This design comes from an exercise in tuning for small area and a short achievable clock period on the open sky130 flow, not from production work. In this exercise RTL edits were held to simulation tests only and were not proved equivalent to the original. Power and IR drop assume default switching activity.

==> v3: inputs <==
==> flow/design.v <==
`default_nettype none
module alu_result_stream (
  input  logic       clk,
  input  logic       reset,
  input  logic       clear,
  input  logic       wr_en,
  input  logic [7:0] wr_o,
  input  logic       wr_zr,
  input  logic       wr_ng,
  output logic       wr_full,
  output logic       overflow,
  output logic [7:0] count,
  output logic       rd_valid,
  input  logic       rd_ready,
  output logic [7:0] rd_o,
  output logic       rd_zr,
  output logic       rd_ng,
  output logic [4:0] rd_func,
  output logic [3:0] rd_opnd,
  output logic       rd_last
);
  localparam int ROWS = 18;
  localparam int COLS = 10;
  logic [9:0]      r_mem [ROWS][COLS];
  logic [ROWS-1:0] r_wrow;    
  logic [COLS-1:0] r_wcol;
  logic [ROWS-1:0] r_rrow;    
  logic [COLS-1:0] r_rcol;
  logic [7:0]      r_count;
  logic [4:0]      r_func;
  logic [3:0]      r_opnd;
  logic            r_ovf;
  logic            r_full;
  logic            r_valid;
  logic            r_last;
  logic [9:0]      r_head;    
  logic            w_acc, w_pop;
  logic [9:0]      w_din;
  logic [9:0]      w_next;    
  assign w_din  = {wr_zr, wr_ng, wr_o};
  assign w_acc  = wr_en && !r_full;
  assign w_pop  = r_valid && rd_ready;
  for (genvar r = 0; r < ROWS; r++) begin : g_wr
    for (genvar c = 0; c < COLS; c++) begin : g_wc
      always_ff @(posedge clk) begin
        if (r_wrow[r] && r_wcol[c]) begin
          r_mem[r][c] <= w_din;
        end
      end
    end
  end
  logic [9:0] w_rowsel [ROWS];
  always_comb begin
    for (int r = 0; r < ROWS; r++) begin
      w_rowsel[r] = '0;
      for (int c = 0; c < COLS; c++) begin
        w_rowsel[r] = w_rowsel[r] | (r_mem[r][c] & {10{r_rcol[c]}});
      end
    end
    w_next = '0;
    for (int r = 0; r < ROWS; r++) begin
      w_next = w_next | (w_rowsel[r] & {10{r_rrow[r]}});
    end
  end
  logic c_is0, c_is1, c_is179;
  assign c_is0   = !r_valid;
  assign c_is1   = (r_count == 8'd1);
  assign c_is179 = (r_count == 8'd179);
  logic i_is178, i_is179;
  assign i_is178 = (r_func == 5'd17) && (r_opnd == 4'd8);
  assign i_is179 = (r_func == 5'd17) && (r_opnd == 4'd9);
  always_ff @(posedge clk or negedge reset) begin
    if (!reset) begin
      r_wrow  <= ROWS'(1) << (ROWS - 1);
      r_wcol  <= COLS'(1) << (COLS - 1);
      r_rrow  <= ROWS'(1);
      r_rcol  <= COLS'(1);
      r_count <= 8'd0;
      r_func  <= 5'd0;
      r_opnd  <= 4'd0;
      r_ovf   <= 1'b0;
      r_full  <= 1'b0;
      r_valid <= 1'b0;
      r_last  <= 1'b0;
      r_head  <= 10'd0;
    end else if (clear) begin
      r_wrow  <= ROWS'(1) << (ROWS - 1);
      r_wcol  <= COLS'(1) << (COLS - 1);
      r_rrow  <= ROWS'(1);
      r_rcol  <= COLS'(1);
      r_count <= 8'd0;
      r_func  <= 5'd0;
      r_opnd  <= 4'd0;
      r_ovf   <= 1'b0;
      r_full  <= 1'b0;
      r_valid <= 1'b0;
      r_last  <= 1'b0;
      r_head  <= 10'd0;
    end else begin
      if (wr_en && r_full) begin
        r_ovf <= 1'b1;
      end
      if (w_acc) begin
        r_wcol <= {r_wcol[COLS-2:0], r_wcol[COLS-1]};
        if (r_wcol[COLS-1]) begin
          r_wrow <= {r_wrow[ROWS-2:0], r_wrow[ROWS-1]};
        end
      end
      if (w_pop) begin
        r_rcol <= {r_rcol[COLS-2:0], r_rcol[COLS-1]};
        if (r_rcol[COLS-1]) begin
          r_rrow <= {r_rrow[ROWS-2:0], r_rrow[ROWS-1]};
        end
        if (r_opnd == 4'd9) begin
          r_opnd <= 4'd0;
          r_func <= (r_func == 5'd17) ? 5'd0 : r_func + 5'd1;
        end else begin
          r_opnd <= r_opnd + 4'd1;
        end
      end
      case ({w_acc, w_pop})
        2'b10: begin
          r_count <= r_count + 8'd1;
          r_full  <= c_is179;
          r_valid <= 1'b1;
        end
        2'b01: begin
          r_count <= r_count - 8'd1;
          r_full  <= 1'b0;
          r_valid <= !c_is1;
        end
        default: ;
      endcase
      if (w_pop) begin
        r_last <= i_is178 && (w_acc || !c_is1);
      end else begin
        r_last <= i_is179 && (w_acc || !c_is0);
      end
      if (c_is0 || (c_is1 && w_pop)) begin
        r_head <= w_acc ? w_din : 10'd0;
      end else if (w_pop) begin
        r_head <= w_next;
      end
    end
  end
  assign wr_full  = r_full;
  assign overflow = r_ovf;
  assign count    = r_count;
  assign rd_valid = r_valid;
  assign rd_o     = r_head[7:0];
  assign rd_ng    = r_head[8];
  assign rd_zr    = r_head[9];
  assign rd_func  = r_func;
  assign rd_opnd  = r_opnd;
  assign rd_last  = r_last;
endmodule
`default_nettype wire
==> flow/run.sh <==
#!/bin/bash
# synth_recipe.tcl (not shown) runs the flow's synth.tcl, then flattens the netlist and writes it again
# the make line also repeats each setting of config.mk as NAME=value (left out here)
make -C /OpenROAD-flow-scripts/flow DESIGN_CONFIG=/design/flow/config.mk WORK_HOME=/design/flow/orfs CLKGATE_MAP_FILE= SYNTH_SCRIPT=/design/flow/synth_recipe.tcl finish
==> flow/config.mk <==
export PLATFORM = sky130hd
export DESIGN_NAME = alu_result_stream
export DESIGN_NICKNAME = alu_result_stream
export VERILOG_FILES = /design/flow/design.v
export SDC_FILE = /design/flow/constraint.sdc
export NUM_CORES = 4
export LEC_CHECK = 0
export CAP_MARGIN = 20
export CORE_MARGIN = 2
export CORE_UTILIZATION = 40
export SLEW_MARGIN = 20
==> flow/constraint.sdc <==
create_clock -name core_clock -period 5.5 [get_ports {clk}]
set_input_delay 1.1000 -clock core_clock [delete_from_list [all_inputs] [get_ports {clk}]]
set_output_delay 1.1000 -clock core_clock [all_outputs]
set_load 0.01 [all_outputs]
==> v36 (differences from v3) <==
--- a/flow/design.v
+++ b/flow/design.v
@@ -23,6 +23,9 @@
   localparam int COLS = 10;
+  localparam logic [ROWS-1:0] C_ROW0 = ~(ROWS'(1));
+  localparam logic [COLS-1:0] C_COL0 = ~(COLS'(1));
   logic [9:0]      r_mem [ROWS][COLS];
-  logic [ROWS-1:0] r_wrow;    
-  logic [COLS-1:0] r_wcol;
-  logic [ROWS-1:0] r_rrow;    
+  logic [ROWS-1:0] r_wrow_n;    
+  logic [COLS-1:0] r_wcol_n;
+  localparam int RCOPIES = 4;   
+  logic [ROWS-1:0] r_rrow [RCOPIES];  
   logic [COLS-1:0] r_rcol;
@@ -35,6 +38,6 @@
   logic            r_last;
-  logic [9:0]      r_head;    
+  logic [9:0]      r_head;      
   logic            w_acc, w_pop;
   logic [9:0]      w_din;
-  logic [9:0]      w_next;    
+  logic [9:0]      w_next;      
   assign w_din  = {wr_zr, wr_ng, wr_o};
@@ -42,7 +45,11 @@
   assign w_pop  = r_valid && rd_ready;
+  logic [COLS-1:0] w_wcol_n;
+  assign w_wcol_n = r_wcol_n | {COLS{r_full}};
   for (genvar r = 0; r < ROWS; r++) begin : g_wr
     for (genvar c = 0; c < COLS; c++) begin : g_wc
-      always_ff @(posedge clk) begin
-        if (r_wrow[r] && r_wcol[c]) begin
-          r_mem[r][c] <= w_din;
+      if (r < ROWS - 1 || c < COLS - 1) begin : g_slot
+        always_ff @(posedge clk) begin
+          if (!(r_wrow_n[r] || w_wcol_n[c])) begin
+            r_mem[r][c] <= w_din;
+          end
         end
@@ -51,8 +58,11 @@
   end
-  logic [9:0] w_rowsel [ROWS];
+  logic [9:0] w_colsel [COLS];
   always_comb begin
-    for (int r = 0; r < ROWS; r++) begin
-      w_rowsel[r] = '0;
-      for (int c = 0; c < COLS; c++) begin
-        w_rowsel[r] = w_rowsel[r] | (r_mem[r][c] & {10{r_rcol[c]}});
+    for (int c = 0; c < COLS; c++) begin
+      w_colsel[c] = '0;
+      for (int r = 0; r < ROWS; r++) begin
+        if (r < ROWS - 1 || c < COLS - 1) begin
+          w_colsel[c] = w_colsel[c] |
+                        (r_mem[r][c] & {10{r_rrow[c * RCOPIES / COLS][r]}});
+        end
       end
@@ -60,6 +70,9 @@
     w_next = '0;
-    for (int r = 0; r < ROWS; r++) begin
-      w_next = w_next | (w_rowsel[r] & {10{r_rrow[r]}});
+    for (int c = 0; c < COLS; c++) begin
+      w_next = w_next | (w_colsel[c] & {10{r_rcol[c]}});
     end
   end
+  logic w_wwrap, w_rwrap;
+  assign w_wwrap = !r_wcol_n[COLS-1] || (!r_wrow_n[ROWS-1] && !r_wcol_n[COLS-2]);
+  assign w_rwrap = r_rcol[COLS-1] || (r_rrow[0][ROWS-1] && r_rcol[COLS-2]);
   logic c_is0, c_is1, c_is179;
@@ -73,27 +86,27 @@
     if (!reset) begin
-      r_wrow  <= ROWS'(1) << (ROWS - 1);
-      r_wcol  <= COLS'(1) << (COLS - 1);
-      r_rrow  <= ROWS'(1);
-      r_rcol  <= COLS'(1);
-      r_count <= 8'd0;
-      r_func  <= 5'd0;
-      r_opnd  <= 4'd0;
-      r_ovf   <= 1'b0;
-      r_full  <= 1'b0;
-      r_valid <= 1'b0;
-      r_last  <= 1'b0;
-      r_head  <= 10'd0;
+      r_wrow_n <= C_ROW0;
+      r_wcol_n <= C_COL0;
+      for (int k = 0; k < RCOPIES; k++) r_rrow[k] <= ROWS'(1);
+      r_rcol   <= COLS'(1);
+      r_count  <= 8'd0;
+      r_func   <= 5'd0;
+      r_opnd   <= 4'd0;
+      r_ovf    <= 1'b0;
+      r_full   <= 1'b0;
+      r_valid  <= 1'b0;
+      r_last   <= 1'b0;
+      r_head   <= 10'd0;
     end else if (clear) begin
-      r_wrow  <= ROWS'(1) << (ROWS - 1);
-      r_wcol  <= COLS'(1) << (COLS - 1);
-      r_rrow  <= ROWS'(1);
-      r_rcol  <= COLS'(1);
-      r_count <= 8'd0;
-      r_func  <= 5'd0;
-      r_opnd  <= 4'd0;
-      r_ovf   <= 1'b0;
-      r_full  <= 1'b0;
-      r_valid <= 1'b0;
-      r_last  <= 1'b0;
-      r_head  <= 10'd0;
+      r_wrow_n <= C_ROW0;
+      r_wcol_n <= C_COL0;
+      for (int k = 0; k < RCOPIES; k++) r_rrow[k] <= ROWS'(1);
+      r_rcol   <= COLS'(1);
+      r_count  <= 8'd0;
+      r_func   <= 5'd0;
+      r_opnd   <= 4'd0;
+      r_ovf    <= 1'b0;
+      r_full   <= 1'b0;
+      r_valid  <= 1'b0;
+      r_last   <= 1'b0;
+      r_head   <= 10'd0;
     end else begin
@@ -102,6 +115,18 @@
       end
-      if (w_acc) begin
-        r_wcol <= {r_wcol[COLS-2:0], r_wcol[COLS-1]};
-        if (r_wcol[COLS-1]) begin
-          r_wrow <= {r_wrow[ROWS-2:0], r_wrow[ROWS-1]};
+      if (w_acc && !(c_is0 || (c_is1 && w_pop))) begin
+        if (w_wwrap) begin
+          r_wcol_n <= C_COL0;
+          r_wrow_n <= {r_wrow_n[ROWS-2:0], r_wrow_n[ROWS-1]};
+        end else begin
+          r_wcol_n <= {r_wcol_n[COLS-2:0], r_wcol_n[COLS-1]};
+        end
+      end
+      if (w_pop && !c_is1) begin
+        if (w_rwrap) begin
+          r_rcol   <= COLS'(1);
+          for (int k = 0; k < RCOPIES; k++) begin
+            r_rrow[k] <= {r_rrow[k][ROWS-2:0], r_rrow[k][ROWS-1]};
+          end
+        end else begin
+          r_rcol   <= {r_rcol[COLS-2:0], r_rcol[COLS-1]};
         end
@@ -109,6 +134,2 @@
       if (w_pop) begin
-        r_rcol <= {r_rcol[COLS-2:0], r_rcol[COLS-1]};
-        if (r_rcol[COLS-1]) begin
-          r_rrow <= {r_rrow[ROWS-2:0], r_rrow[ROWS-1]};
-        end
         if (r_opnd == 4'd9) begin
CAP_MARGIN = 30   (was 20)
CORE_UTILIZATION = 70   (was 40)
CTS_BUF_LIST = sky130_fd_sc_hd__clkbuf_16   (was unset)
CTS_CLUSTER_DIAMETER = 150   (was unset)
CTS_CLUSTER_SIZE = 28   (was unset)
SETUP_SLACK_MARGIN = 3.05   (was unset)
SLEW_MARGIN = 30   (was 20)
==> v5 (differences from v3) <==
--- a/flow/design.v
+++ b/flow/design.v
@@ -23,7 +23,9 @@
   localparam int COLS = 10;
+  localparam logic [ROWS-1:0] C_ROW0 = ~(ROWS'(1));
+  localparam logic [COLS-1:0] C_COL0 = ~(COLS'(1));
   logic [9:0]      r_mem [ROWS][COLS];
-  logic [ROWS-1:0] r_wrow;    
-  logic [COLS-1:0] r_wcol;
-  logic [ROWS-1:0] r_rrow;    
-  logic [COLS-1:0] r_rcol;
+  logic [ROWS-1:0] r_wrow_n;    
+  logic [COLS-1:0] r_wcol_n;
+  logic [ROWS-1:0] r_rrow_n;    
+  logic [COLS-1:0] r_rcol_n;
   logic [7:0]      r_count;
@@ -35,6 +37,6 @@
   logic            r_last;
-  logic [9:0]      r_head;    
+  logic [9:0]      r_head;      
   logic            w_acc, w_pop;
   logic [9:0]      w_din;
-  logic [9:0]      w_next;    
+  logic [9:0]      w_next;      
   assign w_din  = {wr_zr, wr_ng, wr_o};
@@ -42,7 +44,11 @@
   assign w_pop  = r_valid && rd_ready;
+  logic [COLS-1:0] w_wcol_n;
+  assign w_wcol_n = r_wcol_n | {COLS{r_full}};
   for (genvar r = 0; r < ROWS; r++) begin : g_wr
     for (genvar c = 0; c < COLS; c++) begin : g_wc
-      always_ff @(posedge clk) begin
-        if (r_wrow[r] && r_wcol[c]) begin
-          r_mem[r][c] <= w_din;
+      if (r < ROWS - 1 || c < COLS - 1) begin : g_slot
+        always_ff @(posedge clk) begin
+          if (!(r_wrow_n[r] || w_wcol_n[c])) begin
+            r_mem[r][c] <= w_din;
+          end
         end
@@ -54,12 +60,17 @@
     for (int r = 0; r < ROWS; r++) begin
-      w_rowsel[r] = '0;
+      w_rowsel[r] = '1;
       for (int c = 0; c < COLS; c++) begin
-        w_rowsel[r] = w_rowsel[r] | (r_mem[r][c] & {10{r_rcol[c]}});
+        if (r < ROWS - 1 || c < COLS - 1) begin
+          w_rowsel[r] = w_rowsel[r] & (r_mem[r][c] | {10{r_rcol_n[c]}});
+        end
       end
     end
-    w_next = '0;
+    w_next = '1;
     for (int r = 0; r < ROWS; r++) begin
-      w_next = w_next | (w_rowsel[r] & {10{r_rrow[r]}});
+      w_next = w_next & (w_rowsel[r] | {10{r_rrow_n[r]}});
     end
   end
+  logic w_wwrap, w_rwrap;
+  assign w_wwrap = !r_wcol_n[COLS-1] || (!r_wrow_n[ROWS-1] && !r_wcol_n[COLS-2]);
+  assign w_rwrap = !r_rcol_n[COLS-1] || (!r_rrow_n[ROWS-1] && !r_rcol_n[COLS-2]);
   logic c_is0, c_is1, c_is179;
@@ -73,27 +84,27 @@
     if (!reset) begin
-      r_wrow  <= ROWS'(1) << (ROWS - 1);
-      r_wcol  <= COLS'(1) << (COLS - 1);
-      r_rrow  <= ROWS'(1);
-      r_rcol  <= COLS'(1);
-      r_count <= 8'd0;
-      r_func  <= 5'd0;
-      r_opnd  <= 4'd0;
-      r_ovf   <= 1'b0;
-      r_full  <= 1'b0;
-      r_valid <= 1'b0;
-      r_last  <= 1'b0;
-      r_head  <= 10'd0;
+      r_wrow_n <= C_ROW0;
+      r_wcol_n <= C_COL0;
+      r_rrow_n <= C_ROW0;
+      r_rcol_n <= C_COL0;
+      r_count  <= 8'd0;
+      r_func   <= 5'd0;
+      r_opnd   <= 4'd0;
+      r_ovf    <= 1'b0;
+      r_full   <= 1'b0;
+      r_valid  <= 1'b0;
+      r_last   <= 1'b0;
+      r_head   <= 10'd0;
     end else if (clear) begin
-      r_wrow  <= ROWS'(1) << (ROWS - 1);
-      r_wcol  <= COLS'(1) << (COLS - 1);
-      r_rrow  <= ROWS'(1);
-      r_rcol  <= COLS'(1);
-      r_count <= 8'd0;
-      r_func  <= 5'd0;
-      r_opnd  <= 4'd0;
-      r_ovf   <= 1'b0;
-      r_full  <= 1'b0;
-      r_valid <= 1'b0;
-      r_last  <= 1'b0;
-      r_head  <= 10'd0;
+      r_wrow_n <= C_ROW0;
+      r_wcol_n <= C_COL0;
+      r_rrow_n <= C_ROW0;
+      r_rcol_n <= C_COL0;
+      r_count  <= 8'd0;
+      r_func   <= 5'd0;
+      r_opnd   <= 4'd0;
+      r_ovf    <= 1'b0;
+      r_full   <= 1'b0;
+      r_valid  <= 1'b0;
+      r_last   <= 1'b0;
+      r_head   <= 10'd0;
     end else begin
@@ -102,6 +113,16 @@
       end
-      if (w_acc) begin
-        r_wcol <= {r_wcol[COLS-2:0], r_wcol[COLS-1]};
-        if (r_wcol[COLS-1]) begin
-          r_wrow <= {r_wrow[ROWS-2:0], r_wrow[ROWS-1]};
+      if (w_acc && !(c_is0 || (c_is1 && w_pop))) begin
+        if (w_wwrap) begin
+          r_wcol_n <= C_COL0;
+          r_wrow_n <= {r_wrow_n[ROWS-2:0], r_wrow_n[ROWS-1]};
+        end else begin
+          r_wcol_n <= {r_wcol_n[COLS-2:0], r_wcol_n[COLS-1]};
+        end
+      end
+      if (w_pop && !c_is1) begin
+        if (w_rwrap) begin
+          r_rcol_n <= C_COL0;
+          r_rrow_n <= {r_rrow_n[ROWS-2:0], r_rrow_n[ROWS-1]};
+        end else begin
+          r_rcol_n <= {r_rcol_n[COLS-2:0], r_rcol_n[COLS-1]};
         end
@@ -109,6 +130,2 @@
       if (w_pop) begin
-        r_rcol <= {r_rcol[COLS-2:0], r_rcol[COLS-1]};
-        if (r_rcol[COLS-1]) begin
-          r_rrow <= {r_rrow[ROWS-2:0], r_rrow[ROWS-1]};
-        end
         if (r_opnd == 4'd9) begin
CORE_UTILIZATION = 65   (was 40)
CTS_BUF_LIST = sky130_fd_sc_hd__clkbuf_16   (was unset)
CTS_CLUSTER_DIAMETER = 150   (was unset)
CTS_CLUSTER_SIZE = 25   (was unset)
SETUP_SLACK_MARGIN = 3.1   (was unset)
==> notes.md <==
metric	v3	v5	v36
Gates resized, CTS repair	0	673	398
TritonCTS Sinks	1887	1877	1931
Sequential group power	15900 uW	16900 uW	17100 uW
Max FFs per register	1800	1790	1790
Result of the run	finished clean	failed layout checks	finished clean
Layout check failures	-	max-capacitance violations, max-slew violations	-
Clk. pwr	12100 uW	7180 uW	6950 uW
Min Hold Slack	0.278 ns	0.341 ns	0.462 ns
Total length of routed met2 wires	89500 um	98400 um	89500 um
Global-route wire length before repair	274000 um	297000 um	278000 um
Layout Cells excl Fill	6350	5833	5532
GRT met1 Usage	31.1%	56.4%	56.4%
Non-clock buffer count	118	437	250
Worst Tran Pin Value	1.21 ns	1.59 ns	1.13 ns
Synth Instances	3865	4143	4122
Parity-gate share of the synthesized area counting xor and xnor cells	0.0885%	0.116%	0.0993%

[separate check: timing with driven ports]
No port has a modelled driver above. Below, the same layouts with a new extraction and two added sets of constraints. Step 1, drivers: a clkbuf_16 drives clk and a buf_2 each remaining input, both assumed. Step 2 moves the port delays by t, midway between the first and last clock arrival at a register: inputs arrive t later, outputs are due t later. That takes back most of the time a late clock gives input paths. Slacks: no drivers / after step 1 / after step 2; pairs: no drivers / after step 1.
run | t, ns | slack for setup (ns) | worst setup path after step 2 | slew at the worst register clock pin (ns) | cell pins on the clock port's net
v3 | 0.893 | 2.292 / 2.292 / 1.911 | input to register | 0.07 / 0.07 | 1
v36 | 0.767 | 2.978 / 2.907 / 2.269 | input to register | 0.12 / 0.12 | 1
v5 | 0.791 | 2.847 / 2.847 / 2.243 | input to register | 0.10 / 0.10 | 1
For v36, which loses most, drivers alone change the setup slack by -0.071 ns; drivers and shift together by -0.709 ns.
